Source: an optimization exercise on an open RTL-to-GDS flow (aim: small area, a short achievable clock period and few clock cycles per item). Production flows keep margins and buffers that such runs may drop.
RTL that was checked went through simulation tests only; none was proved equivalent to the original.
The RTL of run 3 was laid out without a check of its function.
No activity file was given, so power comes from the tool's default toggle rates.

==> flow/design.v <==
package rau_pkg;
  localparam int unsigned FieldWidth  = 32;
  localparam int unsigned DenOutWidth = 31;
  localparam logic [1:0] CMD_ADD = 2'd0;
  localparam logic [1:0] CMD_SUB = 2'd1;
  localparam logic [1:0] CMD_MUL = 2'd2;
  localparam logic [1:0] CMD_DIV = 2'd3;
  localparam logic [1:0] ST_OK       = 2'd0;
  localparam logic [1:0] ST_ZERO_DEN = 2'd1;
  localparam logic [1:0] ST_DIV_ZERO = 2'd2;
  localparam logic [1:0] ST_OVERFLOW = 2'd3;
endpackage
module rau_booth (
  input  logic [2:0] bits,
  input  logic       flip,
  output logic       one,
  output logic       two,
  output logic       neg
);
  assign one = bits[1] ^ bits[0];
  assign two = (bits[2] & ~bits[1] & ~bits[0]) | (~bits[2] & bits[1] & bits[0]);
  assign neg = (bits[2] & ~(bits[1] & bits[0])) ^ flip;
endmodule
module rau_bk #(
  parameter int W = 64
) (
  input  logic [W-1:0] g,
  input  logic [W-1:0] p,
  output logic [W-1:0] go,
  output logic [W-1:0] po
);
  localparam int L = $clog2(W);
  logic [W-1:0] G [0:2*L];
  logic [W-1:0] P [0:2*L];
  assign G[0] = g;
  assign P[0] = p;
  genvar l, i;
  generate
    for (l = 0; l < L; l++) begin : up
      for (i = 0; i < W; i++) begin : bt
        if ((i % (2 << l)) == (2 << l) - 1) begin : nd
          assign G[l+1][i] = G[l][i] | (P[l][i] & G[l][i-(1<<l)]);
          assign P[l+1][i] = P[l][i] & P[l][i-(1<<l)];
        end else begin : th
          assign G[l+1][i] = G[l][i];
          assign P[l+1][i] = P[l][i];
        end
      end
    end
    for (l = L - 1; l > 0; l--) begin : dn
      for (i = 0; i < W; i++) begin : bt
        if ((i % (1 << l)) == (1 << (l - 1)) - 1 && i >= (1 << l)) begin : nd
          assign G[2*L-l][i] = G[2*L-l-1][i] | (P[2*L-l-1][i] & G[2*L-l-1][i-(1<<(l-1))]);
          assign P[2*L-l][i] = P[2*L-l-1][i] & P[2*L-l-1][i-(1<<(l-1))];
        end else begin : th
          assign G[2*L-l][i] = G[2*L-l-1][i];
          assign P[2*L-l][i] = P[2*L-l-1][i];
        end
      end
    end
  endgenerate
  assign go = G[2*L-1];
  assign po = P[2*L-1];
endmodule
module rau_add #(
  parameter int W = 36
) (
  input  logic [W-1:0] a,
  input  logic [W-1:0] b,
  input  logic         cin,
  output logic [W-1:0] s
);
  logic [W-1:0] g, p, go, po;
  assign g = a & b;
  assign p = a ^ b;
  rau_bk #(.W(W)) u_bk (.g(g), .p(p), .go(go), .po(po));
  logic [W-1:0] c;
  assign c = {go[W-2:0] | (po[W-2:0] & {(W-1){cin}}), cin};
  assign s = p ^ c;
endmodule
module rau_sub2 #(
  parameter int W = 64
) (
  input  logic [W-1:0] a,
  input  logic [W-1:0] b,
  output logic [W-1:0] d,
  output logic [W-1:0] dn,
  output logic         ge,
  output logic         eq
);
  logic [W-1:0] g, p, go, po;
  assign g = a & ~b;
  assign p = ~(a ^ b);
  rau_bk #(.W(W)) u_bk (.g(g), .p(p), .go(go), .po(po));
  logic [W-1:0] c1, c0;
  assign c1 = {go[W-2:0] | po[W-2:0], 1'b1};
  assign c0 = {go[W-2:0], 1'b0};
  assign d  = p ^ c1;
  assign dn = ~(p ^ c0);
  assign ge = go[W-1] | po[W-1];
  assign eq = po[W-1];
endmodule
module rational_arithmetic_unit_core #(
  parameter int unsigned VALUE_WIDTH = 32
) (
  input  logic                                clk,
  input  logic                                rst_n,
  input  logic                                in_valid,
  output logic                                in_ready,
  input  logic [1:0]                          in_command,
  input  logic signed [rau_pkg::FieldWidth-1:0] in_left_num,
  input  logic signed [rau_pkg::FieldWidth-1:0] in_left_den,
  input  logic signed [rau_pkg::FieldWidth-1:0] in_right_num,
  input  logic signed [rau_pkg::FieldWidth-1:0] in_right_den,
  output logic                                out_valid,
  input  logic                                out_ready,
  output logic signed [rau_pkg::FieldWidth-1:0] out_result_num,
  output logic [rau_pkg::DenOutWidth-1:0]     out_result_den,
  output logic [1:0]                          out_status
);
  localparam logic [1:0] A_IDLE = 2'd0;
  localparam logic [1:0] A_MUL  = 2'd1;
  localparam logic [1:0] A_DONE = 2'd2;
  localparam logic [1:0] B_IDLE = 2'd0;
  localparam logic [1:0] B_GCD  = 2'd1;
  logic [1:0]  a_st_r, a_st_nxt;
  logic [1:0]  b_st_r, b_st_nxt;
  logic        rdy_r, rdy_nxt;
  logic        ovalid_r, ovalid_nxt;
  always_ff @(posedge clk) begin
    if (!rst_n) begin
      a_st_r   <= A_IDLE;
      b_st_r   <= B_IDLE;
      rdy_r    <= 1'b1;
      ovalid_r <= 1'b0;
    end else begin
      a_st_r   <= a_st_nxt;
      b_st_r   <= b_st_nxt;
      rdy_r    <= rdy_nxt;
      ovalid_r <= ovalid_nxt;
    end
  end
  logic [3:0]         cnt_r, cnt_nxt;
  logic [1:0]         cmd_r, cmd_nxt;
  logic               rds_r, rds_nxt;       
  logic               rns_r, rns_nxt;       
  logic               zd_r, zd_nxt;         
  logic               dz_r, dz_nxt;         
  logic [31:0]        ln_r, ln_nxt;
  logic [31:0]        ld_r, ld_nxt;
  logic signed [35:0] uah_r, uah_nxt;
  logic [31:0]        ual_r, ual_nxt;
  logic signed [34:0] vah_r, vah_nxt;
  logic [31:0]        val_r, val_nxt;
  logic [63:0]        u_r, u_nxt;
  logic [62:0]        v_r, v_nxt;
  logic signed [35:0] m11_r, m11_nxt, m12_r, m12_nxt;    
  logic [34:0]        m21_r, m21_nxt, m22_r, m22_nxt;    
  logic               bzd_r, bzd_nxt;
  logic               bdz_r, bdz_nxt;
  logic [31:0]        onum_r, onum_nxt;
  logic [30:0]        oden_r, oden_nxt;
  logic [1:0]         ost_r, ost_nxt;
  logic               ook_r, ook_nxt;       
  always_ff @(posedge clk) begin
    cnt_r  <= cnt_nxt;
    cmd_r  <= cmd_nxt;
    rds_r  <= rds_nxt;
    rns_r  <= rns_nxt;
    dec_r  <= dec_nxt;
    zd_r   <= zd_nxt;
    dz_r   <= dz_nxt;
    ln_r   <= ln_nxt;
    ld_r   <= ld_nxt;
    uah_r  <= uah_nxt;
    ual_r  <= ual_nxt;
    vah_r  <= vah_nxt;
    val_r  <= val_nxt;
    u_r    <= u_nxt;
    v_r    <= v_nxt;
    m11_r  <= m11_nxt;
    m12_r  <= m12_nxt;
    m21_r  <= m21_nxt;
    m22_r  <= m22_nxt;
    bzd_r  <= bzd_nxt;
    bdz_r  <= bdz_nxt;
    onum_r <= onum_nxt;
    oden_r <= oden_nxt;
    ost_r  <= ost_nxt;
    ook_r  <= ook_nxt;
  end
  logic lns, lds;
  assign lns = ln_r[31];
  assign lds = ld_r[31];
  logic is_as, is_sub, is_mul, is_div;
  assign is_as  = ~cmd_r[1];
  assign is_sub = (cmd_r == rau_pkg::CMD_SUB);
  assign is_mul = (cmd_r == rau_pkg::CMD_MUL);
  assign is_div = (cmd_r == rau_pkg::CMD_DIV);
  function automatic logic [8:0] booth_dec(input logic [1:0] cmd,
                                           input logic ln_s, input logic ld_s,
                                           input logic rd_s, input logic rn_s,
                                           input logic [2:0] brd, input logic [2:0] brn);
    logic       as, sub, mul, dv, sgn;
    logic [2:0] ba, bb, bc;
    logic       fa, fb, fc;
    as  = ~cmd[1];
    sub = (cmd == rau_pkg::CMD_SUB);
    mul = (cmd == rau_pkg::CMD_MUL);
    dv  = (cmd == rau_pkg::CMD_DIV);
    sgn = dv ? (ld_s ^ rn_s) : (ld_s ^ rd_s);
    ba  = mul ? brn : brd;
    fa  = mul ? (ln_s ^ rn_s) : dv ? (ln_s ^ rd_s) : sgn;
    bb  = as ? brn : 3'b000;
    fb  = as & (sgn ^ sub);
    bc  = dv ? brn : brd;
    fc  = sgn;
    booth_dec = {ba[1] ^ ba[0], (ba[2] & ~ba[1] & ~ba[0]) | (~ba[2] & ba[1] & ba[0]), (ba[2] & ~(ba[1] & ba[0])) ^ fa,
                 bb[1] ^ bb[0], (bb[2] & ~bb[1] & ~bb[0]) | (~bb[2] & bb[1] & bb[0]), (bb[2] & ~(bb[1] & bb[0])) ^ fb,
                 bc[1] ^ bc[0], (bc[2] & ~bc[1] & ~bc[0]) | (~bc[2] & bc[1] & bc[0]), (bc[2] & ~(bc[1] & bc[0])) ^ fc};
  endfunction
  logic [8:0] dec_r, dec_nxt;
  logic one_a, two_a, neg_a, one_b, two_b, neg_b, one_c, two_c, neg_c;
  assign {one_a, two_a, neg_a, one_b, two_b, neg_b, one_c, two_c, neg_c} = dec_r;
  logic signed [33:0] xln, xld;
  assign xln = 34'(signed'(ln_r));
  assign xld = 34'(signed'(ld_r));
  logic signed [33:0] pp_a, pp_b, pp_c;
  assign pp_a = ((one_a ? xln : 34'sd0) | (two_a ? (xln <<< 1) : 34'sd0)) ^ {34{neg_a}};
  assign pp_b = ((one_b ? xld : 34'sd0) | (two_b ? (xld <<< 1) : 34'sd0)) ^ {34{neg_b}};
  assign pp_c = ((one_c ? xld : 34'sd0) | (two_c ? (xld <<< 1) : 34'sd0)) ^ {34{neg_c}};
  logic [37:0] csa_x, csa_y, csa_s, csa_c;
  logic [37:0] su;
  logic [36:0] sv;
  assign csa_x = 38'(signed'(pp_a));
  assign csa_y = 38'(signed'(pp_b));
  assign csa_s = 38'(uah_r) ^ csa_x ^ csa_y;
  assign csa_c = (38'(uah_r) & csa_x) | (38'(uah_r) & csa_y) | (csa_x & csa_y);
  rau_add #(.W(38)) u_addu (.a(csa_s), .b({csa_c[36:0], neg_a}), .cin(neg_b), .s(su));
  rau_add #(.W(37)) u_addv (.a(37'(vah_r)), .b(37'(signed'(pp_c))), .cin(neg_c), .s(sv));
  logic mul_neg;    
  assign mul_neg = lns ^ lds ^ rds_r ^ rns_r;
  logic        ua_neg;
  logic [63:0] ua_abs;
  assign ua_neg = uah_r[35];
  logic [63:0] ua_inv;
  assign ua_inv = {uah_r[31:0], ual_r} ^ {64{ua_neg}};
  rau_add #(.W(64)) u_abs (.a(ua_inv), .b(64'd0), .cin(ua_neg), .s(ua_abs));
  logic [63:0] d1, d2;       
  logic ge;                  
  logic ueq;
  rau_sub2 #(.W(64)) u_sub (.a({1'b0, v_r}), .b(u_r), .d(d1), .dn(d2), .ge(ge), .eq(ueq));
  logic uz, vz;
  assign uz  = (u_r == 64'd0);
  assign vz  = (v_r == 63'd0);
  function automatic logic [1:0] tz3(input logic [3:1] b);
    tz3 = b[1] ? 2'd1 : b[2] ? 2'd2 : 2'd3;
  endfunction
  logic [1:0] s_uv, s_u, s_v, s_d;
  assign s_uv = tz3(u_r[3:1] | v_r[3:1]);
  assign s_u  = tz3(u_r[3:1]);
  assign s_v  = tz3(v_r[3:1]);
  assign s_d  = tz3(d1[3:1]);
  logic signed [35:0] s1;    
  logic [34:0]        s2;    
  rau_add #(.W(36)) u_s1 (.a(m11_r), .b(m12_r), .cin(1'b0), .s(s1));
  rau_add #(.W(35)) u_s2 (.a(m21_r), .b(m22_r), .cin(1'b0), .s(s2));
  function automatic logic [63:0] shr(input logic [63:0] x, input logic [1:0] s);
    shr = (s == 2'd1) ? (x >> 1) : (s == 2'd2) ? (x >> 2) : (x >> 3);
  endfunction
  function automatic logic [35:0] shl1(input logic [35:0] x, input logic [1:0] s);
    shl1 = (s == 2'd1) ? (x << 1) : (s == 2'd2) ? (x << 2) : (x << 3);
  endfunction
  function automatic logic [34:0] shl2(input logic [34:0] x, input logic [1:0] s);
    shl2 = (s == 2'd1) ? (x << 1) : (s == 2'd2) ? (x << 2) : (x << 3);
  endfunction
  logic ovf_now;
  assign ovf_now = (s1[35:31] != 5'b00000 && s1[35:31] != 5'b11111) || (s2[34:31] != 4'b0000);
  logic ovf_bits;
  assign ovf_bits = (m11_r[35:31] != 5'b00000 && m11_r[35:31] != 5'b11111)
                 || (m12_r[35:31] != 5'b00000 && m12_r[35:31] != 5'b11111)
                 || (m21_r[34:31] != 4'b0000) || (m22_r[34:31] != 4'b0000);
  logic be, ue, ve, oo;
  assign be = ~u_r[0] & ~v_r[0];
  assign ue = ~u_r[0] &  v_r[0];
  assign ve =  u_r[0] & ~v_r[0];
  assign oo =  u_r[0] &  v_r[0];
  logic g_stop;
  assign g_stop = uz | vz | ovf_bits | (oo & ueq);
  logic u_upd, v_upd, c1_upd, c2_upd;
  assign u_upd  = be | ue | (oo & ~ge);
  assign v_upd  = be | ve | (oo & ge);
  assign c1_upd = ue | oo;
  assign c2_upd = ve | oo;
  logic [1:0] u_sh, v_sh, c1_sh, c2_sh;
  assign u_sh  = be ? s_uv : ue ? s_u : s_d;
  assign v_sh  = be ? s_uv : ve ? s_v : s_d;
  assign c1_sh = ue ? s_u : s_d;
  assign c2_sh = ve ? s_v : s_d;
  logic [63:0] u_new, v_new64;
  logic [62:0] v_new;
  assign u_new   = shr(oo ? d2 : u_r, u_sh);
  assign v_new64 = shr(oo ? d1 : {1'b0, v_r}, v_sh);
  assign v_new   = v_new64[62:0];
  logic signed [35:0] m11_new, m12_new;
  logic [34:0]        m21_new, m22_new;
  assign m11_new = (oo & ge)  ? s1 : shl1(m11_r, c1_sh);
  assign m21_new = (oo & ge)  ? s2 : shl2(m21_r, c1_sh);
  assign m12_new = (oo & ~ge) ? s1 : shl1(m12_r, c2_sh);
  assign m22_new = (oo & ~ge) ? s2 : shl2(m22_r, c2_sh);
  logic fin;       
  logic xfer;      
  assign fin  = (b_st_r == B_GCD) && g_stop && !ovalid_r;
  assign xfer = (a_st_r == A_DONE) && (b_st_r == B_IDLE || fin);
  always_comb begin
    a_st_nxt   = a_st_r;
    b_st_nxt   = b_st_r;
    ovalid_nxt = (ovalid_r & ~out_ready) | fin;
    cnt_nxt    = cnt_r;
    cmd_nxt    = cmd_r;
    rds_nxt    = rds_r;
    rns_nxt    = rns_r;
    dec_nxt    = dec_r;
    zd_nxt     = zd_r;
    dz_nxt     = dz_r;
    ln_nxt     = ln_r;
    ld_nxt     = ld_r;
    uah_nxt    = uah_r;
    ual_nxt    = ual_r;
    vah_nxt    = vah_r;
    val_nxt    = val_r;
    u_nxt      = u_r;
    v_nxt      = v_r;
    m11_nxt    = m11_r;
    m12_nxt    = m12_r;
    m21_nxt    = m21_r;
    m22_nxt    = m22_r;
    bzd_nxt    = bzd_r;
    bdz_nxt    = bdz_r;
    onum_nxt   = onum_r;
    oden_nxt   = oden_r;
    ost_nxt    = ost_r;
    ook_nxt    = ook_r;
    if (rdy_r) begin
      cmd_nxt = in_command;
      rds_nxt = in_right_den[31];
      rns_nxt = in_right_num[31];
      uah_nxt = '0;
      ual_nxt = in_right_den;
      vah_nxt = '0;
      val_nxt = in_right_num;
      ln_nxt  = in_left_num;
      ld_nxt  = in_left_den;
      dec_nxt = booth_dec(in_command, in_left_num[31], in_left_den[31],
                          in_right_den[31], in_right_num[31],
                          {in_right_den[1:0], 1'b0}, {in_right_num[1:0], 1'b0});
      cnt_nxt = '0;
      a_st_nxt = in_valid ? A_MUL : A_IDLE;
    end else if (a_st_r == A_MUL) begin
      if (cnt_r == 4'd0) begin
        zd_nxt = (ld_r == 32'd0) || (ual_r == 32'd0);
        dz_nxt = is_div && (val_r == 32'd0);
      end
      uah_nxt = su[37:2];
      ual_nxt = {su[1:0], ual_r[31:2]};
      vah_nxt = sv[36:2];
      val_nxt = {sv[1:0], val_r[31:2]};
      dec_nxt = booth_dec(cmd_r, lns, lds, rds_r, rns_r, ual_r[3:1], val_r[3:1]);
      cnt_nxt = cnt_r + 4'd1;
      if (cnt_r == 4'd15) a_st_nxt = A_DONE;
    end
    if (fin) begin
      onum_nxt = uz ? 32'd0 : s1[31:0];
      oden_nxt = uz ? 31'd1 : s2[30:0];
      if (bzd_r || bdz_r) begin
        ost_nxt = bzd_r ? rau_pkg::ST_ZERO_DEN : rau_pkg::ST_DIV_ZERO;
        ook_nxt = 1'b0;
      end else if (uz) begin
        ost_nxt = rau_pkg::ST_OK;
        ook_nxt = 1'b1;
      end else if (ovf_bits || ovf_now) begin
        ost_nxt = rau_pkg::ST_OVERFLOW;
        ook_nxt = 1'b0;
      end else begin
        ost_nxt = rau_pkg::ST_OK;
        ook_nxt = 1'b1;
      end
      b_st_nxt = B_IDLE;
    end
    if (xfer) begin
      u_nxt   = ua_abs;
      v_nxt   = {vah_r[30:0], val_r};
      m11_nxt = (is_as ? ua_neg : mul_neg) ? -36'sd1 : 36'sd1;
      m12_nxt = '0;
      m21_nxt = '0;
      m22_nxt = 35'd1;
      bzd_nxt = zd_r;
      bdz_nxt = dz_r;
      b_st_nxt = B_GCD;
      a_st_nxt = A_IDLE;
    end else if (b_st_r == B_GCD && !(g_stop && ovalid_r)) begin
      if (u_upd) u_nxt = u_new;
      if (v_upd) v_nxt = v_new;
      if (c1_upd) begin
        m11_nxt = m11_new;
        m21_nxt = m21_new;
      end
      if (c2_upd) begin
        m12_nxt = m12_new;
        m22_nxt = m22_new;
      end
    end
  end
  always_comb begin
    rdy_nxt = (a_st_nxt == A_IDLE);
  end
  assign in_ready       = rdy_r;
  assign out_valid      = ovalid_r;
  assign out_result_num = onum_r & {32{ook_r}};
  assign out_result_den = oden_r & {31{ook_r}};
  assign out_status     = ost_r;
endmodule
==> flow/flow/run.sh <==
#!/bin/bash
# standard layout, with repair_timing asked for more setup slack than the
# clock needs so that the critical paths are sized and buffered, and the
# port buffers made with the smallest buffer cell
cp standard.sh standard_sh.txt
export SETUP_SLACK_MARGIN=9.5
export BUFFER_PORTS_ARGS="-buffer_cell sky130_fd_sc_hd__buf_1"
bash standard.sh > standard.log 2>&1
==> flow/standard.sh <==
#!/bin/bash
# synth_recipe.tcl (not shown) runs the flow's synth.tcl, then flattens the netlist and writes it again
# the make line also repeats each setting of config.mk as NAME=value (left out here)
make -C /OpenROAD-flow-scripts/flow DESIGN_CONFIG=/design/flow/config.mk WORK_HOME=/design/flow/orfs CLKGATE_MAP_FILE= SYNTH_SCRIPT=/design/flow/synth_recipe.tcl "${@:-finish}"
==> flow/config.mk <==
export PLATFORM = sky130hd
export DESIGN_NAME = rational_arithmetic_unit_core
export DESIGN_NICKNAME = rational_arithmetic_unit_core
export VERILOG_FILES = /design/flow/design.v
export SDC_FILE = /design/flow/constraint.sdc
export NUM_CORES = 4
export LEC_CHECK = 0
export CAP_MARGIN = 20
export CORE_MARGIN = 2
export CORE_UTILIZATION = 50
export PLACE_DENSITY = 0.65
export SLEW_MARGIN = 20
export TNS_END_PERCENT = 0
==> flow/constraint.sdc <==
create_clock -name core_clock -period 12.0 [get_ports {clk}]
set_input_delay 2.4000 -clock core_clock [delete_from_list [all_inputs] [get_ports {clk}]]
set_output_delay 2.4000 -clock core_clock [all_outputs]
set_load 0.01 [all_outputs]
==> results.toml, run 1 <==
[critical_path]
slowest_stage = "edfxtp_1"
arrival_ps = 4970
reg2reg_slack_ps = 7340
worst-path-max-fanout = 6
slowest_delay_ps = 450
path_buf_inv = 1
worstSetupPathType = "reg2reg"
required_ps = 12310
cp-end-kind = "flip-flop"
crit_family = "compound AO/OA/AOI/OAI gates"
critPathLaunchType = "flip-flop"
worstPathCellList = "ha_4 > fa_2 > nor2b_1 > o21ai_1 > a21boi_2 > o211ai_2 > buf_4 > a21oi_1 > or2_2 > a21o_1 > a21o_1 > fa_1 > xor2_1 > nor2_1 > a21oi_1 > o211ai_1 > o211ai_1 > o21ai_0"

[sta]
clock_skew_ps = 32.77
min_period_ps = 4655
slew_viol_final = 0
setup_viol = 0
worstMarginPinSlew_ps = 1210
max_slew_margin_pct = 19.05
post-route-period-util_pct = 38.79
hold_viol = 0
tns_ps = 0
fmax_ghz = 0.2148
rsz0062_at_grt = "yes"

[synth]
synthFlopType = "edfxtp_1"
yosysSeqAreaShare_pct = 35.18
synth_seq_cells = 560
synth_edf_count = 374
synth.net_count = 5120
syn_area_per_cell_um2 = 9.101
synth-warning-count = 16
synthTopCellsByArea = "edfxtp_1 26%, dfxtp_1 8.8%, ha_1 6.2%, fa_1 4.9%, xnor2_1 4.7%"
yosys.area.top_type = "edfxtp_1"
netlist.area_leader.share_pct = 26.42
synth_cell_types = 94
synthCells = 4671
ys_async_sr_fraction_pct = 0
netlist_area_mm2 = 0.04251

[final_layout]
n_fill_cell = 7667
post-route-util_pct = 55.70
final_common_cell = "nor2_1"
synthToLayoutAreaGrowth_pct = 10.01
n_antenna_cell = 0
mostFrequentLayoutCells = "434 x nor2_1, 378 x nand2_1, 374 x edfxtp_1"
fin_nets = 5158
drive_above_1_share_pct = 8.059

[clock_tree]
insertion_delay_ps = 630
numCtsBuffers = 69
cts_buffer_depth = 3
cts_tree = "done"
cts_sinks = 560
clkTransAtPathRegs_ps = 60
cts-root-buf = "clkbuf_16"
htree_levels = 3

[place]
detailed_place_hpwl_um = 92890
port_buffers = 200
place_congestion = 0.9415

[detailed_routing]
wirelength_um = 132600
ant_nets = 0
via_per_inst = 6.280
drtIter0Drc = 3547
firstDrtPassIters = 5
wl_per_cell_um = 22.47
drc = 0
vias = 37050

[hold_path]
hold_class = "reg2reg"

[pwr]
power.density_mw_per_mm2 = 128.2
static-leakage-power_nw = 17.92
ir_drop_mv = 0.1474

[floorplan]
start_util_pct = 50.63
die_width_um = 295.6
rows = 106
core_mm2 = 0.08395
die_area_mm2 = 0.08737
io_pins = 201
die_h_um = 295.6

[status]
status = "no timing/DRC/antenna violations"

[grt]
grt_usage_pct = 30.02
grt_pass1_vias = 34880
grt_pass1_wl_um = 205600
grt_max_degree = 88
grt_antenna_before_repair = 1
overflow = 0

[run]
maxCapViolations = 0
==> cell families (layout without fill, tap and decap cells) <==
| kind of cell | Yosys count | after routing | share of synthesized area, % |
|---|---|---|---|
| flops | 560 | 560 | 35.18 |
| buf+inv | 480 | 569 | 4.606 |
| fa+ha+maj | 315 | 315 | 11.11 |
| mux | 177 | 177 | 4.450 |
| simple gates | 1366 | 1371 | 15.12 |
| xor+xnor | 373 | 373 | 7.685 |
| compound gates | 1400 | 1400 | 21.85 |
==> final cells by class <==
type,instances,area (µm²),share of cell area (%)
sequential,560,14960,31.99
timing repair buffer,274,1406,3.007
clock inverter,43,479.2,1.025
inverter,168,648.1,1.386
multi-input combinational,3636,26020,55.64
clock buffer,84,1834,3.922
tap,1134,1419,3.034
==> final timing paths <==
kind	start	end	depth (start not counted)
worst max register to register	v_r[0]$_DFFE_PP_	u_r[28]$_DFFE_PP_	18
worst max-delay path	v_r[0]$_DFFE_PP_	u_r[28]$_DFFE_PP_	18
worst min register to register	dz_r$_DFFE_PP_	bdz_r$_DFFE_PP_	0
worst min-delay path	dz_r$_DFFE_PP_	bdz_r$_DFFE_PP_	0
==> sequential cells by signal, indices dropped and copies added (netlist names), 2 cells and up <==
signal,count
ln_r,32
v_r,63
cmd_r,2
a_st_r,2
m21_r,35
ual_r,32
m12_r,36
vah_r,35
u_r,64
val_r,32
uah_r,36
ost_r,2
oden_r,31
m22_r,35
cnt_r,4
onum_r,32
m11_r,36
dec_r,9
ld_r,32
==> routing by layer <==
layer | share of wire [%] | up-vias | global-route usage (%)
met5 | 0 | - | 0
met4 | 4.2 | 0 | 11.66
met3 | 7.2 | 265 | 4.097
met2 | 46 | 1529 | 48.10
met1 | 43 | 17900 | 41.16
li1 | - | 17350 | -
==> what timing repair did <==
action	4_1_cts	5_1_grt
hold buffers	0	0
buffers inserted	15	10
pin swaps	20	19
resized for setup	33	22
cloned	5	0
endpoints found under the setup margin	793	842
==> power by group <==
group          switching (W)  internal (W)
Sequential          0.000130       0.00213
Clock               0.000890       0.00129
Combinational       0.000858      0.000697
Total                0.00188       0.00412
==> synth_stat cells, types with 77 or more instances <==
cell type	number
o22ai_1	84
nand2_1	383
a21o_1	87
dfxtp_1	186
fa_1	104
and2_1	79
mux2i_1	81
nor2_1	439
xor2_1	147
mux2_2	91
inv_1	164
clkbuf_1	242
a211oi_1	96
ha_1	211
a21oi_1	376
xnor2_1	226
nand3_1	77
edfxtp_1	374
o21ai_0	196
a22oi_1	139
==> metrics by stage <==
stage	instances	hold slack [ps]	total power (W)	worst slack, ps	instance area (µm²)
after detailed placement	5741	406.1	0.003813	6099	43900
after floorplan	4671	400.3	0.003469	7742	42550
after global routing	5899	432.7	0.006285	7148	46760
final	5899	425.0	0.005993	7345	46760
after global placement	5741	403.2	0.003798	6299	43900
after CTS	5888	423.3	0.006008	7205	46530
==> worst register-to-register path, delay by kind of cell, from the launching register on <==
kind | cells | cell delay, ps
adder cells (fa/ha/maj) | 3 | 1070
flip-flops | 1 | 450
XOR/XNOR | 1 | 350
buffers and inverters | 1 | 180
AND/OR/NAND/NOR | 3 | 580
AO/OA/AOI/OAI | 10 | 1730
Testbench counts, summed over its fixed seeds: cycles 53,907, items 2,400.
==> run 2, diff against run 1 <==
==> flow/flow/run.sh (replaced) <==
#!/bin/bash
# standard layout, with repair_timing asked for more setup slack than the
# clock needs so that the critical paths are sized and buffered, and the
# port buffers made with the smallest buffer cell
cp standard.sh standard_sh.txt
export SETUP_SLACK_MARGIN=8.5
export BUFFER_PORTS_ARGS="-buffer_cell sky130_fd_sc_hd__buf_1"
bash standard.sh > standard.log 2>&1
==> run 2 against run 1 <==
Via count unchanged. Area after synthesis unchanged. Maximum frequency unchanged. Flip-flop and latch count unchanged. Core utilization unchanged. Routed wire length unchanged. Hold slack unchanged. Sequential share of layout area unchanged. Die area unchanged. Largest power group unchanged. Combinational power about the same. Worst setup slack unchanged.
==> results.toml, run 2 <==
[synth]
synth_most_common_cell = "nor2_1"
yosys.area.top_type = "edfxtp_1"
netlist_area_mm2 = 0.04251
synth.net_count = 5120
synth_edf_count = 374
synthTopCellsByArea = "edfxtp_1 26%, dfxtp_1 8.8%, ha_1 6.2%, fa_1 4.9%, xnor2_1 4.7%"
netlist.area_leader.share_pct = 26.42
syn_area_per_cell_um2 = 9.101
synth_cell_types = 94
ys_async_sr_fraction_pct = 0
synthCells = 4671
yosysSeqAreaShare_pct = 35.18
synth_seq_cells = 560
synth_commonest_cells = "439 x nor2_1, 383 x nand2_1, 376 x a21oi_1"
synthFlopType = "edfxtp_1"
synth-warning-count = 16

[critical_path]
reg2reg_depth = 18
cp-end-kind = "flip-flop"
arrival_ps = 4970
worstSetupPathType = "reg2reg"
worstPathCellList = "ha_4 > fa_2 > nor2b_1 > o21ai_1 > a21boi_2 > o211ai_2 > buf_4 > a21oi_1 > or2_2 > a21o_1 > a21o_1 > fa_1 > xor2_1 > nor2_1 > a21oi_1 > o211ai_1 > o211ai_1 > o21ai_0"
slowest_delay_ps = 450
required_ps = 12310
slowest_stage = "edfxtp_1"
worst-path-max-fanout = 6
critPathLaunchType = "flip-flop"

[detailed_routing]
wl_per_cell_um = 22.47
drtIter0Drc = 3547
drc = 0
wirelength_um = 132600
firstDrtPassIters = 5
via_per_inst = 6.280
ant_nets = 0
vias = 37050

[floorplan]
rows = 106
io_pins = 201
die_area_mm2 = 0.08737
core_mm2 = 0.08395
start_util_pct = 50.63
die_h_um = 295.6
die_width_um = 295.6

[final_layout]
mostFrequentLayoutCells = "434 x nor2_1, 378 x nand2_1, 374 x edfxtp_1"
post-route-util_pct = 55.70
drive_above_1_share_pct = 8.059
largest_register_ffs = 64
n_antenna_cell = 0
top_register = "u_r"
final_common_cell = "nor2_1"
final_cell_count_no_fill = 5899
synthToLayoutAreaGrowth_pct = 10.01
fin_nets = 5158
top_regs = "u_r: 64 flops, v_r: 63 flops"

[pwr]
ir_drop_mv = 0.1474
p_switching_w = 0.001878
static-leakage-power_nw = 17.92
p_int_w = 0.004115
seqPwrFrac_pct = 37.7
swShare_pct = 31.33
pwr-share-comb_pct = 25.9
power.density_mw_per_mm2 = 128.2
pwr-share-clk_pct = 36.4

[run]
maxCapViolations = 0

[hold_path]
hold_depth = 0
hold_class = "reg2reg"

[place]
detailed_place_hpwl_um = 92890
port_buffers = 200
place_congestion = 0.9415
dp_cells = 5741

[grt]
grt_antenna_before_repair = 1
overflow = 0
grt_pass1_vias = 34880
grt_max_degree = 88
grt_pass1_wl_um = 205600
grt_usage_pct = 30.02

[status]
status = "no timing/DRC/antenna violations"

[sta]
worstMarginPinSlew_ps = 1210
setup_viol = 0
tns_ps = 0
rsz0062_at_grt = "yes"
clock_skew_ps = 32.77
slew_viol_final = 0
fmax_ghz = 0.2148
min_period_ps = 4655
post-route-period-util_pct = 38.79
hold_viol = 0
max_slew_margin_pct = 19.05

[clock_tree]
clkTransAtPathRegs_ps = 60
numCtsBuffers = 69
htree_levels = 3
cts-root-buf = "clkbuf_16"
insertion_delay_ps = 630
cts_tree = "done"
cts_sinks = 560
cts_buffer_depth = 3
[run 2: cell counts after synthesis]
Identical to the previous run, type by type.
[run 2: through the flow]
stage | cell area, µm² | hold slack [ps] | power, W | worst slack (ps)
final | 46760 | 425.0 | 0.005993 | 7345
after global routing | 46760 | 432.7 | 0.006285 | 7148
after CTS | 46530 | 423.3 | 0.006008 | 7205
after detailed placement | 43900 | 406.1 | 0.003813 | 6099
after global placement | 43900 | 403.2 | 0.003798 | 6299
after floorplan | 42550 | 400.3 | 0.003469 | 7742
[run 2: area by class of cell]
type                       count  area, µm²
fill                        7667      37190
multi-input combinational   3636      26020
sequential                   560      14960
clock buffer                  84       1834
tap                         1134       1419
timing repair buffer         274       1406
inverter                     168      648.1
clock inverter                43      479.2
[run 2: routing by layer]
| layer | up-vias | GRT usage [%] | share of wire, % |
|---|---|---|---|
| met5 | - | 0 | 0 |
| met4 | 0 | 11.66 | 4.2 |
| met3 | 265 | 4.097 | 7.2 |
| met2 | 1529 | 48.10 | 46 |
| met1 | 17900 | 41.16 | 43 |
| li1 | 17350 | - | - |
[run 2: timing repair]
item,CTS,global route
hold buffers,0,0
endpoints found under the hold margin,0,0
pin swaps,20,19
resized for setup,33,22
cloned,5,0
buffers inserted,15,10
endpoints found under the setup margin,710,718
[run 2: cell families (layout without fill, tap and decap cells)]
group | after synthesis | after routing | synth area share [%]
buffers and inverters | 480 | 569 | 4.606
AO/OA/AOI/OAI | 1400 | 1400 | 21.85
AND/OR/NAND/NOR | 1366 | 1371 | 15.12
flip-flops | 560 | 560 | 35.18
XOR/XNOR | 373 | 373 | 7.685
adder cells (fa/ha/maj) | 315 | 315 | 11.11
multiplexers | 177 | 177 | 4.450
[run 2: power groups by stage]
| stage | combinational (W) | sequential (W) | clock (W) |
|---|---|---|---|
| floorplan | 0.00124 | 0.00223 | 0 |
| global placement | 0.00149 | 0.00231 | 0 |
| detailed placement | 0.00151 | 0.00231 | 0 |
| CTS | 0.00153 | 0.00226 | 0.00221 |
| global route | 0.00174 | 0.00227 | 0.00228 |
| finish | 0.00155 | 0.00226 | 0.00218 |
[run 2: path summary, 6_finish.rpt]
path                         start           endpoint  slack, ps
hold reg to reg     dz_r$_DFFE_PP_    bdz_r$_DFFE_PP_        430
setup reg to reg  v_r[0]$_DFFE_PP_  u_r[28]$_DFFE_PP_       7340
setup / recovery  v_r[0]$_DFFE_PP_  u_r[28]$_DFFE_PP_       7340
hold / removal      dz_r$_DFFE_PP_    bdz_r$_DFFE_PP_        430
[run 2: worst max-delay path: cells and delay by family, from the launching register on]
kind / cells / cell delay [ps]
DFF: 1 / 450
buffers and inverters: 1 / 180
adders and majority gates: 3 / 1070
xor gates and xnor gates: 1 / 350
and+or+nand+nor: 3 / 580
AOI/OAI and AO/OA: 10 / 1730
==> run 3, diff against run 2 <==
--- a/flow/design.v
+++ b/flow/design.v
@@ -91,7 +91,7 @@
   logic [W-1:0] g, p, go, po;
   assign g = a & ~b;
   assign p = ~(a ^ b);
-  rau_bk #(.W(W)) u_bk (.g(g), .p(p), .go(go), .po(po));
+  rau_ks #(.W(W)) u_ks (.g(g), .p(p), .go(go), .po(po));
   logic [W-1:0] c1, c0;
   assign c1 = {go[W-2:0] | po[W-2:0], 1'b1};
   assign c0 = {go[W-2:0], 1'b0};
@@ -100,6 +100,36 @@
   assign ge = go[W-1] | po[W-1];
   assign eq = po[W-1];
 endmodule
+module rau_ks #(
+  parameter int W = 64
+) (
+  input  logic [W-1:0] g,
+  input  logic [W-1:0] p,
+  output logic [W-1:0] go,
+  output logic [W-1:0] po
+);
+  localparam int L = $clog2(W);
+  logic [W-1:0] G [0:L];
+  logic [W-1:0] P [0:L];
+  assign G[0] = g;
+  assign P[0] = p;
+  genvar l, i;
+  generate
+    for (l = 0; l < L; l++) begin : lv
+      for (i = 0; i < W; i++) begin : bt
+        if (i >= (1 << l)) begin : nd
+          assign G[l+1][i] = G[l][i] | (P[l][i] & G[l][i-(1<<l)]);
+          assign P[l+1][i] = P[l][i] & P[l][i-(1<<l)];
+        end else begin : th
+          assign G[l+1][i] = G[l][i];
+          assign P[l+1][i] = P[l][i];
+        end
+      end
+    end
+  endgenerate
+  assign go = G[L];
+  assign po = P[L];
+endmodule
 module rational_arithmetic_unit_core #(
   parameter int unsigned VALUE_WIDTH = 32
 ) (
@@ -297,11 +327,17 @@
   assign v_sh  = be ? s_uv : ve ? s_v : s_d;
   assign c1_sh = ue ? s_u : s_d;
   assign c2_sh = ve ? s_v : s_d;
-  logic [63:0] u_new, v_new64;
+  logic [63:0] u_new;
   logic [62:0] v_new;
-  assign u_new   = shr(oo ? d2 : u_r, u_sh);
-  assign v_new64 = shr(oo ? d1 : {1'b0, v_r}, v_sh);
-  assign v_new   = v_new64[62:0];
+  logic [2:0]  u_selr, u_seld, v_selr, v_seld;
+  assign u_selr = {3{~oo}} & {u_sh == 2'd3, u_sh == 2'd2, u_sh == 2'd1};
+  assign u_seld = {3{oo}}  & {s_d == 2'd3, s_d == 2'd2, s_d == 2'd1};
+  assign v_selr = {3{~oo}} & {v_sh == 2'd3, v_sh == 2'd2, v_sh == 2'd1};
+  assign v_seld = {3{oo}}  & {s_d == 2'd3, s_d == 2'd2, s_d == 2'd1};
+  assign u_new = ({64{u_selr[0]}} & (u_r >> 1)) | ({64{u_selr[1]}} & (u_r >> 2)) | ({64{u_selr[2]}} & (u_r >> 3))
+               | ({64{u_seld[0]}} & (d2 >> 1))  | ({64{u_seld[1]}} & (d2 >> 2))  | ({64{u_seld[2]}} & (d2 >> 3));
+  assign v_new = ({63{v_selr[0]}} & (v_r >> 1)) | ({63{v_selr[1]}} & (v_r >> 2)) | ({63{v_selr[2]}} & (v_r >> 3))
+               | ({63{v_seld[0]}} & d1[63:1]) | ({63{v_seld[1]}} & {1'b0, d1[63:2]}) | ({63{v_seld[2]}} & {2'b0, d1[63:3]});
   logic signed [35:0] m11_new, m12_new;
   logic [34:0]        m21_new, m22_new;
   assign m11_new = (oo & ge)  ? s1 : shl1(m11_r, c1_sh);
==> run 3 against run 2 <==
Still clean. Clock skew is 8.0 ps lower. First-iteration DRC count rose by 73%. Cell count is 9.7% higher. Clock-buffer cell count grew 5. Clock power is 6% higher. Final area increased by 7.2%. Register-to-register slack improved by 110 ps. Hold slack gained 12 ps. Die area grew 6.2%. Synthesized cell count is 12% higher. Critical path type unchanged. Largest cell class unchanged. Highest routed layer is now met5.
==> results.toml, run 3 <==
[pwr]
p_int_w = 0.004499
static-leakage-power_nw = 18.63
pwr-share-clk_pct = 34.4
power.density_mw_per_mm2 = 134.3
swShare_pct = 33.21
seqPwrFrac_pct = 35.6
p_switching_w = 0.002237
pwr-share-comb_pct = 30.1
finalPower_w = 0.006736
ir_drop_mv = 0.1524

[floorplan]
rows = 110
die_area_mm2 = 0.09276
start_util_pct = 50.33
die_width_um = 304.6
core_mm2 = 0.08974
die_h_um = 304.6
io_pins = 201

[final_layout]
multi_input_area_mm2 = 0.02855
largest_register_ffs = 64
drive_above_1_share_pct = 8.352
final_cell_count_no_fill = 6469
mostFrequentLayoutCells = "434 x a21oi_1, 422 x nand2_1, 374 x edfxtp_1"
n_fill_cell = 8223
final-seq-area_mm2 = 0.01496
fin_nets = 5654
top_register = "u_r"
synthToLayoutAreaGrowth_pct = 11.01
final_common_cell = "a21oi_1"
top_regs = "u_r: 64 flops, v_r: 63 flops"

[critical_path]
worstPathCellList = "inv_1 > ha_1 > fa_2 > nand2b_1 > a211oi_4 > o211ai_1 > nand3_2 > a221o_1 > a21oi_1 > xor2_1 > a221oi_1 > a22oi_1"
reg2reg_from = "u_r[0]$_DFFE_PP_"
required_ps = 12360
reg2reg_depth = 12
arrival_ps = 4910
worstSetupPathType = "reg2reg"
cp-end-kind = "flip-flop"
critPathLaunchType = "flip-flop"
reg2reg_slack_ps = 7460
slowest_stage = "a221oi_1"
slowest_delay_ps = 710
worst-path-max-fanout = 9
r2r-end = "u_r[45]$_DFFE_PP_"

[detailed_routing]
vias = 43730
via_per_inst = 6.760
ant_nets = 0
wirelength_um = 169800
drtIter0Drc = 6129
firstDrtPassIters = 10
wl_per_cell_um = 26.24
drc = 0

[clock_tree]
clkTransAtPathRegs_ps = 70
cts_sinks = 560
cts_buffer_depth = 3
cts-root-buf = "clkbuf_16"
htree_levels = 3
postCtsHoldBufs = 0
numCtsBuffers = 70
cts_tree = "done"
insertion_delay_ps = 660

[synth]
synthTopCellsByArea = "edfxtp_1 25%, dfxtp_1 8.2%, ha_1 5.9%, a21oi_1 4.9%, xnor2_1 4.9%"
yosys.area.top_type = "edfxtp_1"
syn_area_per_cell_um2 = 8.635
synth_edf_count = 374
synth.net_count = 5650
synth_most_common_cell = "a21oi_1"
synth-warning-count = 19
synthCells = 5231
synth_cell_types = 98
netlist.area_leader.share_pct = 24.86
synth_seq_cells = 560
synth_commonest_cells = "445 x a21oi_1, 427 x nand2_1, 378 x o21ai_0"
ys_async_sr_fraction_pct = 0
yosysSeqAreaShare_pct = 33.11
netlist_area_mm2 = 0.04517
synthFlopType = "edfxtp_1"

[place]
detailed_place_hpwl_um = 120600
port_buffers = 200
dp_cells = 6299
pre_cts_slack_ps = 6628
place_congestion = 1.090

[hold_path]
hold_class = "reg2reg"
hold_depth = 0
min_to = "bdz_r$_DFFE_PP_"
hp-start = "dz_r$_DFFE_PP_"

[status]
status = "no timing/DRC/antenna violations"

[grt]
grt_pass1_vias = 41170
overflow = 0
grt_max_degree = 123
grt_pass1_wl_um = 255100
grt_usage_pct = 35.26
grt_antenna_before_repair = 2

[sta]
max_slew_margin_pct = 26.24
worstMarginPinSlew_ps = 1103
min_period_ps = 4544
setup_viol = 0
hold_viol = 0
finalWorstSetupSlack_ps = 7456
rsz0062_at_grt = "yes"
hold_ws_ps = 436.5
post-route-period-util_pct = 37.87
clock_skew_ps = 24.73
tns_ps = 0
fmax_ghz = 0.2201
slew_viol_final = 0

[run]
maxCapViolations = 0
-- run 3: changes by cell type after synthesis, moves of 35 or more --
cell / delta
inv_1: +60
clkbuf_1: +44
a22oi_1: +54
a21oi_1: +69
a211oi_1: -63
nand4_1: +35
nand3_1: +103
nand2_1: +44
o21ai_0: +182
mux2i_1: -42
nor2_1: -85
a222oi_1: +95
or3_1: -45
a32o_1: -39
-- run 3: cells by family (layout without fill, tap and decap cells) --
kind of cell,Yosys count,in the layout,synth area share (%)
multiplexers,120,120,2.884
AO/OA/AOI/OAI,1771,1773,25.94
XOR/XNOR,400,400,7.756
other,0,1,0
AND/OR/NAND/NOR,1495,1495,16.06
buffers and inverters,600,659,5.136
flip-flops,560,560,33.11
adder cells (fa/ha/maj),285,285,9.108
-- run 3: stage by stage --
| step | utilization (%) | area (µm²) |
|---|---|---|
| finish | 55.88 | 50140 |
| global route | 55.88 | 50140 |
| CTS | 55.76 | 50040 |
| detailed placement | 52.03 | 46690 |
| global placement | 52.02 | 46680 |
| floorplan | - | 45240 |
-- run 3: how the worst max path moves through the flow --
stage | from | end | slack [ps] | depth (start not counted)
2_1_floorplan | u_r[1]$_DFFE_PP_ | oden_r[0]$_SDFFCE_PP1P_ | 7900 | 8
3_3_place_gp | u_r[1]$_DFFE_PP_ | m11_r[34]$_DFFE_PP_ | 6660 | 12
3_5_place_dp | u_r[1]$_DFFE_PP_ | m11_r[34]$_DFFE_PP_ | 6630 | 12
4_1_cts | m11_r[0]$_SDFFCE_PP1P_ | ook_r$_SDFFCE_PP0P_ | 7690 | 20
5_1_grt | m11_r[0]$_SDFFCE_PP1P_ | ook_r$_SDFFCE_PP0P_ | 7500 | 20
6_report | u_r[0]$_DFFE_PP_ | u_r[45]$_DFFE_PP_ | 7460 | 12
-- run 3: area by class of cell --
| class | instances | area share (%) |
|---|---|---|
| multi-input cells | 4073 | 56.93 |
| clock buffers | 89 | 4.010 |
| inverters | 229 | 1.732 |
| flip-flops and latches | 560 | 29.83 |
| well taps | 1176 | 2.934 |
| diodes | 1 | 0.004991 |
| repair buffers | 301 | 3.598 |
| clock inverters | 40 | 0.9532 |
-- run 3: what timing repair did --
item	CTS	global route
setup endpoints to repair	631	632
buffers inserted	29	4
gates cloned	6	1
pin swaps	17	4
gates resized for setup	98	17
-- run 3: critical path, delay by kind of cell (launching register included) --
family          cells  cell delay (ps)
simple gates        2              550
buf+inv             1              130
fa+ha+maj           2              800
xor+xnor            1              190
flops               1              540
compound gates      6             2030
-- run 3: routing by layer --
layer  vias up  wire length [µm]  global-route usage, %
li1      19770                 -                      -
met1     21020             67780                  46.88
met2      2448             74400                  53.99
met3       491             16910                  6.509
met4         2             10640                  20.03
met5         -                13                      0
-- run 3: power by group through the flow --
stage / Clock, W / Combinational, W / Sequential [W]
after floorplan: 0 / 0.00156 / 0.00235
after global placement: 0 / 0.00191 / 0.00244
after detailed placement: 0 / 0.00195 / 0.00244
after CTS: 0.00235 / 0.00201 / 0.00239
after global routing: 0.00241 / 0.00226 / 0.00241
final: 0.00231 / 0.00203 / 0.00240
==> run 4, diff against run 3 <==
--- a/flow/design.v
+++ b/flow/design.v
@@ -91,7 +91,7 @@
   logic [W-1:0] g, p, go, po;
   assign g = a & ~b;
   assign p = ~(a ^ b);
-  rau_ks #(.W(W)) u_ks (.g(g), .p(p), .go(go), .po(po));
+  rau_bk #(.W(W)) u_bk (.g(g), .p(p), .go(go), .po(po));
   logic [W-1:0] c1, c0;
   assign c1 = {go[W-2:0] | po[W-2:0], 1'b1};
   assign c0 = {go[W-2:0], 1'b0};
@@ -100,36 +100,6 @@
   assign ge = go[W-1] | po[W-1];
   assign eq = po[W-1];
 endmodule
-module rau_ks #(
-  parameter int W = 64
-) (
-  input  logic [W-1:0] g,
-  input  logic [W-1:0] p,
-  output logic [W-1:0] go,
-  output logic [W-1:0] po
-);
-  localparam int L = $clog2(W);
-  logic [W-1:0] G [0:L];
-  logic [W-1:0] P [0:L];
-  assign G[0] = g;
-  assign P[0] = p;
-  genvar l, i;
-  generate
-    for (l = 0; l < L; l++) begin : lv
-      for (i = 0; i < W; i++) begin : bt
-        if (i >= (1 << l)) begin : nd
-          assign G[l+1][i] = G[l][i] | (P[l][i] & G[l][i-(1<<l)]);
-          assign P[l+1][i] = P[l][i] & P[l][i-(1<<l)];
-        end else begin : th
-          assign G[l+1][i] = G[l][i];
-          assign P[l+1][i] = P[l][i];
-        end
-      end
-    end
-  endgenerate
-  assign go = G[L];
-  assign po = P[L];
-endmodule
 module rational_arithmetic_unit_core #(
   parameter int unsigned VALUE_WIDTH = 32
 ) (
@@ -178,14 +148,15 @@
   logic               dz_r, dz_nxt;         
   logic [31:0]        ln_r, ln_nxt;
   logic [31:0]        ld_r, ld_nxt;
-  logic signed [35:0] uah_r, uah_nxt;
+  logic signed [32:0] uah_r, uah_nxt;
   logic [31:0]        ual_r, ual_nxt;
-  logic signed [34:0] vah_r, vah_nxt;
+  logic signed [31:0] vah_r, vah_nxt;
   logic [31:0]        val_r, val_nxt;
   logic [63:0]        u_r, u_nxt;
   logic [62:0]        v_r, v_nxt;
-  logic signed [35:0] m11_r, m11_nxt, m12_r, m12_nxt;    
-  logic [34:0]        m21_r, m21_nxt, m22_r, m22_nxt;    
+  logic signed [31:0] m11_r, m11_nxt, m12_r, m12_nxt;    
+  logic [30:0]        m21_r, m21_nxt, m22_r, m22_nxt;    
+  logic               mov_r, mov_nxt;       
   logic               bzd_r, bzd_nxt;
   logic               bdz_r, bdz_nxt;
   logic [31:0]        onum_r, onum_nxt;
@@ -212,6 +183,7 @@
     m12_r  <= m12_nxt;
     m21_r  <= m21_nxt;
     m22_r  <= m22_nxt;
+    mov_r  <= mov_nxt;
     bzd_r  <= bzd_nxt;
     bdz_r  <= bdz_nxt;
     onum_r <= onum_nxt;
@@ -259,20 +231,20 @@
   assign pp_a = ((one_a ? xln : 34'sd0) | (two_a ? (xln <<< 1) : 34'sd0)) ^ {34{neg_a}};
   assign pp_b = ((one_b ? xld : 34'sd0) | (two_b ? (xld <<< 1) : 34'sd0)) ^ {34{neg_b}};
   assign pp_c = ((one_c ? xld : 34'sd0) | (two_c ? (xld <<< 1) : 34'sd0)) ^ {34{neg_c}};
-  logic [37:0] csa_x, csa_y, csa_s, csa_c;
-  logic [37:0] su;
-  logic [36:0] sv;
-  assign csa_x = 38'(signed'(pp_a));
-  assign csa_y = 38'(signed'(pp_b));
-  assign csa_s = 38'(uah_r) ^ csa_x ^ csa_y;
-  assign csa_c = (38'(uah_r) & csa_x) | (38'(uah_r) & csa_y) | (csa_x & csa_y);
-  rau_add #(.W(38)) u_addu (.a(csa_s), .b({csa_c[36:0], neg_a}), .cin(neg_b), .s(su));
-  rau_add #(.W(37)) u_addv (.a(37'(vah_r)), .b(37'(signed'(pp_c))), .cin(neg_c), .s(sv));
+  logic [34:0] csa_x, csa_y, csa_s, csa_c;
+  logic [34:0] su;
+  logic [33:0] sv;
+  assign csa_x = 35'(signed'(pp_a));
+  assign csa_y = 35'(signed'(pp_b));
+  assign csa_s = 35'(uah_r) ^ csa_x ^ csa_y;
+  assign csa_c = (35'(uah_r) & csa_x) | (35'(uah_r) & csa_y) | (csa_x & csa_y);
+  rau_add #(.W(35)) u_addu (.a(csa_s), .b({csa_c[33:0], neg_a}), .cin(neg_b), .s(su));
+  rau_add #(.W(34)) u_addv (.a(34'(vah_r)), .b(34'(signed'(pp_c))), .cin(neg_c), .s(sv));
   logic mul_neg;    
   assign mul_neg = lns ^ lds ^ rds_r ^ rns_r;
   logic        ua_neg;
   logic [63:0] ua_abs;
-  assign ua_neg = uah_r[35];
+  assign ua_neg = uah_r[32];
   logic [63:0] ua_inv;
   assign ua_inv = {uah_r[31:0], ual_r} ^ {64{ua_neg}};
   rau_add #(.W(64)) u_abs (.a(ua_inv), .b(64'd0), .cin(ua_neg), .s(ua_abs));
@@ -291,25 +263,26 @@
   assign s_u  = tz3(u_r[3:1]);
   assign s_v  = tz3(v_r[3:1]);
   assign s_d  = tz3(d1[3:1]);
-  logic signed [35:0] s1;    
-  logic [34:0]        s2;    
-  rau_add #(.W(36)) u_s1 (.a(m11_r), .b(m12_r), .cin(1'b0), .s(s1));
-  rau_add #(.W(35)) u_s2 (.a(m21_r), .b(m22_r), .cin(1'b0), .s(s2));
+  logic signed [31:0] s1;    
+  logic [31:0]        s2;    
+  rau_add #(.W(32)) u_s1 (.a(m11_r), .b(m12_r), .cin(1'b0), .s(s1));
+  rau_add #(.W(32)) u_s2 (.a({1'b0, m21_r}), .b({1'b0, m22_r}), .cin(1'b0), .s(s2));
+  logic s1_ov, s2_ov;
+  assign s1_ov = (m11_r[31] == m12_r[31]) && (s1[31] != m11_r[31]);
+  assign s2_ov = s2[31];
   function automatic logic [63:0] shr(input logic [63:0] x, input logic [1:0] s);
     shr = (s == 2'd1) ? (x >> 1) : (s == 2'd2) ? (x >> 2) : (x >> 3);
   endfunction
-  function automatic logic [35:0] shl1(input logic [35:0] x, input logic [1:0] s);
+  function automatic logic [31:0] shl1(input logic [31:0] x, input logic [1:0] s);
     shl1 = (s == 2'd1) ? (x << 1) : (s == 2'd2) ? (x << 2) : (x << 3);
   endfunction
-  function automatic logic [34:0] shl2(input logic [34:0] x, input logic [1:0] s);
+  function automatic logic [30:0] shl2(input logic [30:0] x, input logic [1:0] s);
     shl2 = (s == 2'd1) ? (x << 1) : (s == 2'd2) ? (x << 2) : (x << 3);
   endfunction
   logic ovf_now;
-  assign ovf_now = (s1[35:31] != 5'b00000 && s1[35:31] != 5'b11111) || (s2[34:31] != 4'b0000);
+  assign ovf_now = s1_ov | s2_ov;
   logic ovf_bits;
-  assign ovf_bits = (m11_r[35:31] != 5'b00000 && m11_r[35:31] != 5'b11111)
-                 || (m12_r[35:31] != 5'b00000 && m12_r[35:31] != 5'b11111)
-                 || (m21_r[34:31] != 4'b0000) || (m22_r[34:31] != 4'b0000);
+  assign ovf_bits = mov_r;
   logic be, ue, ve, oo;
   assign be = ~u_r[0] & ~v_r[0];
   assign ue = ~u_r[0] &  v_r[0];
@@ -327,23 +300,28 @@
   assign v_sh  = be ? s_uv : ve ? s_v : s_d;
   assign c1_sh = ue ? s_u : s_d;
   assign c2_sh = ve ? s_v : s_d;
-  logic [63:0] u_new;
+  logic [63:0] u_new, v_new64;
   logic [62:0] v_new;
-  logic [2:0]  u_selr, u_seld, v_selr, v_seld;
-  assign u_selr = {3{~oo}} & {u_sh == 2'd3, u_sh == 2'd2, u_sh == 2'd1};
-  assign u_seld = {3{oo}}  & {s_d == 2'd3, s_d == 2'd2, s_d == 2'd1};
-  assign v_selr = {3{~oo}} & {v_sh == 2'd3, v_sh == 2'd2, v_sh == 2'd1};
-  assign v_seld = {3{oo}}  & {s_d == 2'd3, s_d == 2'd2, s_d == 2'd1};
-  assign u_new = ({64{u_selr[0]}} & (u_r >> 1)) | ({64{u_selr[1]}} & (u_r >> 2)) | ({64{u_selr[2]}} & (u_r >> 3))
-               | ({64{u_seld[0]}} & (d2 >> 1))  | ({64{u_seld[1]}} & (d2 >> 2))  | ({64{u_seld[2]}} & (d2 >> 3));
-  assign v_new = ({63{v_selr[0]}} & (v_r >> 1)) | ({63{v_selr[1]}} & (v_r >> 2)) | ({63{v_selr[2]}} & (v_r >> 3))
-               | ({63{v_seld[0]}} & d1[63:1]) | ({63{v_seld[1]}} & {1'b0, d1[63:2]}) | ({63{v_seld[2]}} & {2'b0, d1[63:3]});
-  logic signed [35:0] m11_new, m12_new;
-  logic [34:0]        m21_new, m22_new;
+  assign u_new   = shr(oo ? d2 : u_r, u_sh);
+  assign v_new64 = shr(oo ? d1 : {1'b0, v_r}, v_sh);
+  assign v_new   = v_new64[62:0];
+  logic signed [31:0] m11_new, m12_new;
+  logic [30:0]        m21_new, m22_new;
+  function automatic logic sh_ov1(input logic [31:0] x, input logic [1:0] s);
+    sh_ov1 = (s == 2'd1) ? (x[31:30] != 2'b00 && x[31:30] != 2'b11)
+           : (s == 2'd2) ? (x[31:29] != 3'b000 && x[31:29] != 3'b111)
+           :               (x[31:28] != 4'b0000 && x[31:28] != 4'b1111);
+  endfunction
+  function automatic logic sh_ov2(input logic [30:0] x, input logic [1:0] s);
+    sh_ov2 = (s == 2'd1) ? x[30] : (s == 2'd2) ? (x[30:29] != 2'b00) : (x[30:28] != 3'b000);
+  endfunction
+  logic c1_ov, c2_ov;
+  assign c1_ov = (oo & ge)  ? (s1_ov | s2_ov) : (sh_ov1(m11_r, c1_sh) | sh_ov2(m21_r, c1_sh));
+  assign c2_ov = (oo & ~ge) ? (s1_ov | s2_ov) : (sh_ov1(m12_r, c2_sh) | sh_ov2(m22_r, c2_sh));
   assign m11_new = (oo & ge)  ? s1 : shl1(m11_r, c1_sh);
-  assign m21_new = (oo & ge)  ? s2 : shl2(m21_r, c1_sh);
+  assign m21_new = (oo & ge)  ? s2[30:0] : shl2(m21_r, c1_sh);
   assign m12_new = (oo & ~ge) ? s1 : shl1(m12_r, c2_sh);
-  assign m22_new = (oo & ~ge) ? s2 : shl2(m22_r, c2_sh);
+  assign m22_new = (oo & ~ge) ? s2[30:0] : shl2(m22_r, c2_sh);
   logic fin;       
   logic xfer;      
   assign fin  = (b_st_r == B_GCD) && g_stop && !ovalid_r;
@@ -371,6 +349,7 @@
     m12_nxt    = m12_r;
     m21_nxt    = m21_r;
     m22_nxt    = m22_r;
+    mov_nxt    = mov_r;
     bzd_nxt    = bzd_r;
     bdz_nxt    = bdz_r;
     onum_nxt   = onum_r;
@@ -397,9 +376,9 @@
         zd_nxt = (ld_r == 32'd0) || (ual_r == 32'd0);
         dz_nxt = is_div && (val_r == 32'd0);
       end
-      uah_nxt = su[37:2];
+      uah_nxt = su[34:2];
       ual_nxt = {su[1:0], ual_r[31:2]};
-      vah_nxt = sv[36:2];
+      vah_nxt = sv[33:2];
       val_nxt = {sv[1:0], val_r[31:2]};
       dec_nxt = booth_dec(cmd_r, lns, lds, rds_r, rns_r, ual_r[3:1], val_r[3:1]);
       cnt_nxt = cnt_r + 4'd1;
@@ -426,10 +405,11 @@
     if (xfer) begin
       u_nxt   = ua_abs;
       v_nxt   = {vah_r[30:0], val_r};
-      m11_nxt = (is_as ? ua_neg : mul_neg) ? -36'sd1 : 36'sd1;
+      m11_nxt = (is_as ? ua_neg : mul_neg) ? -32'sd1 : 32'sd1;
       m12_nxt = '0;
       m21_nxt = '0;
-      m22_nxt = 35'd1;
+      m22_nxt = 31'd1;
+      mov_nxt = 1'b0;
       bzd_nxt = zd_r;
       bdz_nxt = dz_r;
       b_st_nxt = B_GCD;
@@ -437,6 +417,7 @@
     end else if (b_st_r == B_GCD && !(g_stop && ovalid_r)) begin
       if (u_upd) u_nxt = u_new;
       if (v_upd) v_nxt = v_new;
+      mov_nxt = (c1_upd & c1_ov) | (c2_upd & c2_ov);
       if (c1_upd) begin
         m11_nxt = m11_new;
         m21_nxt = m21_new;
==> run 4 against run 3 <==
Register-to-register slack got worse by 130 ps. Combinational power shrank 13%. Power down 10%. Routed wire length shrank 24%. Non-clock buffer count decreased by 1. Critical path type unchanged. Cell count down 11%. Die area is 9.2% lower. Sequential power is 7% lower. Via count fell by 17%. Sequential share of layout area up 2.1 points. Clock-buffer cell count shrank 8.
==> results.toml, run 4 <==
[detailed_routing]
wl_per_cell_um = 22.21
wl_met2_um = 58120
vias = 36240
wirelength_um = 128400
met3WireLength_um = 10070
wl_met1_um = 54990
via_per_inst = 6.270
drc = 0
firstDrtPassIters = 6
top_layer = "met5"
drtIter0Drc = 3193
ant_nets = 0

[pwr]
p_switching_w = 0.001972
swShare_pct = 32.66
ir_drop_mv = 0.1659
seqPwrFrac_pct = 36.8
static-leakage-power_nw = 17.27
finalPower_w = 0.006038
pwr-share-comb_pct = 29.1
pwr-share-clk_pct = 34.1
p_int_w = 0.004066
power.density_mw_per_mm2 = 133.1

[critical_path]
worstSetupPathType = "reg2reg"
worst-path-max-fanout = 4
cp-end-kind = "flip-flop"
critPathLaunchType = "flip-flop"
required_ps = 12340
arrival_ps = 5020

[clock_tree]
clkTransAtPathRegs_ps = 70
cts_tree = "done"
cts_sinks = 539
numCtsBuffers = 66
insertion_delay_ps = 620
cts_buffer_depth = 3
postCtsHoldBufs = 0
cts-root-buf = "clkbuf_16"
htree_levels = 3

[synth]
synthTopCellsByArea = "edfxtp_1 27%, dfxtp_1 8.3%, ha_1 6.2%, fa_1 4.8%, xnor2_1 4.5%"
syn_area_per_cell_um2 = 8.895
synth_commonest_cells = "408 x nor2_1, 388 x nand2_1, 370 x edfxtp_1"
netlist_area_mm2 = 0.04095
synth_most_common_cell = "nor2_1"
ys_async_sr_fraction_pct = 0
synth-warning-count = 13
yosysSeqAreaShare_pct = 35.39
netlist.area_leader.share_pct = 27.13
synth_cell_types = 97
synthFlopType = "edfxtp_1"
synthCells = 4604
synth_edf_count = 370
synth_seq_cells = 539
synth.net_count = 5038
yosys.area.top_type = "edfxtp_1"

[floorplan]
die_area_mm2 = 0.08421
rows = 104
core_mm2 = 0.08081
die_width_um = 290.2
io_pins = 201
die_h_um = 290.2
start_util_pct = 50.68

[run]
maxCapViolations = 0

[final_layout]
largest_register_ffs = 64
top_register = "u_r"
synthToLayoutAreaGrowth_pct = 10.75
final_common_cell = "nor2_1"
fin_nets = 5103
drive_above_1_share_pct = 8.814
mostFrequentLayoutCells = "397 x nor2_1, 386 x nand2_1, 370 x edfxtp_1"
n_fill_cell = 7453
top_regs = "u_r: 64 flops, v_r: 63 flops, uah_r: 33 flops"

[grt]
grt_pass1_vias = 34250
grt_pass1_wl_um = 199600
grt_max_degree = 88
grt_antenna_before_repair = 3
overflow = 0
grt_usage_pct = 29.59

[sta]
worstMarginPinSlew_ps = 1102
slew_viol_final = 0
min_period_ps = 4679
fmax_ghz = 0.2137
finalWorstSetupSlack_ps = 7321
post-route-period-util_pct = 38.99
setup_viol = 0
clock_skew_ps = 36.63
rsz0062_at_grt = "yes"
tns_ps = 0
max_slew_margin_pct = 25.73
hold_viol = 0

[place]
place_congestion = 0.9440
detailed_place_hpwl_um = 89760
pre_cts_slack_ps = 6393
port_buffers = 200

[hold_path]
hold_class = "reg2reg"

[status]
status = "no timing/DRC/antenna violations"
-- run 4: final timing paths --
check                                      start           endpoint  slack, ps  depth (start not counted)
worst max-delay path            u_r[0]$_DFFE_PP_  v_r[59]$_DFFE_PP_       7320                         22
worst min-delay path              dz_r$_DFFE_PP_    bdz_r$_DFFE_PP_        440                          0
worst max register to register  u_r[0]$_DFFE_PP_  v_r[59]$_DFFE_PP_       7320                         22
worst min register to register    dz_r$_DFFE_PP_    bdz_r$_DFFE_PP_        440                          0
-- run 4: repair_timing --
item,4_1_cts,5_1_grt
setup buffers,28,20
endpoints found under the setup margin,635,643
gates cloned,0,1
hold endpoints to repair,0,0
gates resized for setup,33,48
pin swaps,17,21
-- run 4: cell type report --
cell class | count | area [µm²] | share of cell area [%]
flip-flops and latches | 539 | 14500 | 31.97
well taps | 1060 | 1326 | 2.924
diodes | 1 | 2.502 | 0.005518
inverters | 166 | 636.9 | 1.404
multi-input cells | 3596 | 25100 | 55.35
clock buffers | 81 | 1810 | 3.992
repair buffers | 300 | 1605 | 3.540
clock inverters | 38 | 371.6 | 0.8194
-- run 4: critical path, cell delays in order (launching register included) --
cell and delay [ps]:
edfxtp_1 410, inv_2 80, ha_4 170, fa_2 400, nor2b_4 150, o21ai_2 150
or4b_4 510, nand3_4 150, nand2_4 70, a21boi_4 160, inv_2 80, a21oi_4 210
buf_4 150, o21bai_2 100, nand2_1 140, nand2_1 80, fa_1 460, a31oi_2 180
xnor2_1 110, mux2i_1 190, o21ai_0 120, a221oi_2 230, a21oi_1 100
-- run 4: per-layer routing --
layer / global-route usage [%] / vias up
met5: 0 / -
met4: 11.29 / 2
met1: 40.31 / 17430
met2: 46.80 / 1502
met3: 5.453 / 273
li1: - / 17040
-- run 4: cell families (layout without fill, tap and decap cells) --
group                    count (synthesis)  in the layout  share of synthesized area (%)
other                                    0              1                              0
AND/OR/NAND/NOR                       1408           1409                          16.34
buffers and inverters                  470            585                          4.546
flip-flops                             539            539                          35.39
XOR/XNOR                               355            355                          7.592
AO/OA/AOI/OAI                         1401           1401                          21.74
multiplexers                           131            131                          3.428
adder cells (fa/ha/maj)                300            300                          10.96
-- run 4: power groups by stage --
stage               registers, W  clock network [W]  logic [W]
detailed placement       0.00227                  0    0.00168
global placement         0.00227                  0    0.00167
finish                   0.00222            0.00206    0.00176
floorplan                0.00219                  0    0.00137
global route             0.00223            0.00216    0.00196
CTS                      0.00223            0.00209    0.00171
-- run 4: through the flow --
step / hold slack, ps / area [µm²] / utilization, % / cells
detailed placement: 411.0 / 42390 / 52.46 / 5612
CTS: 426.5 / 44960 / 55.64 / 5759
global placement: 403.1 / 42370 / 52.44 / 5612
global route: 452.7 / 45350 / 56.12 / 5780
finish: 437.5 / 45350 / 56.13 / 5781
floorplan: 400.3 / 41030 / - / 4604
Testbench counts of run 4, summed over its fixed seeds: cycles 53,907, items 2,400.

==> what the ideal ports hide <==
Ports are ideal in the flow. The routed layouts listed here were re-timed in OpenROAD.
Step 1 sets driving cells, clkbuf_16 on the clock port and buf_2 on the other inputs (assumed; they add their load-dependent delay and slew).
Step 2 also shifts input and output timing later by t, the mid clock arrival at the registers, as if the neighbouring blocks saw the same clock.
a / b / c = ideal ports / drivers / drivers and shift; a / b = the first two.
run	t (ns)	setup slack, ns	worst setup path after step 2	worst data-port slew with drivers (ns)
run 1	0.679	7.345 / 7.345 / 7.345	register to register	0.06
run 2	0.679	7.345 / 7.345 / 7.345	register to register	0.06
run 3	0.724	7.456 / 7.456 / 7.456	register to register	0.07
run 4	0.669	7.321 / 7.321 / 7.321	register to register	0.05
After both steps every run listed still meets setup and hold.
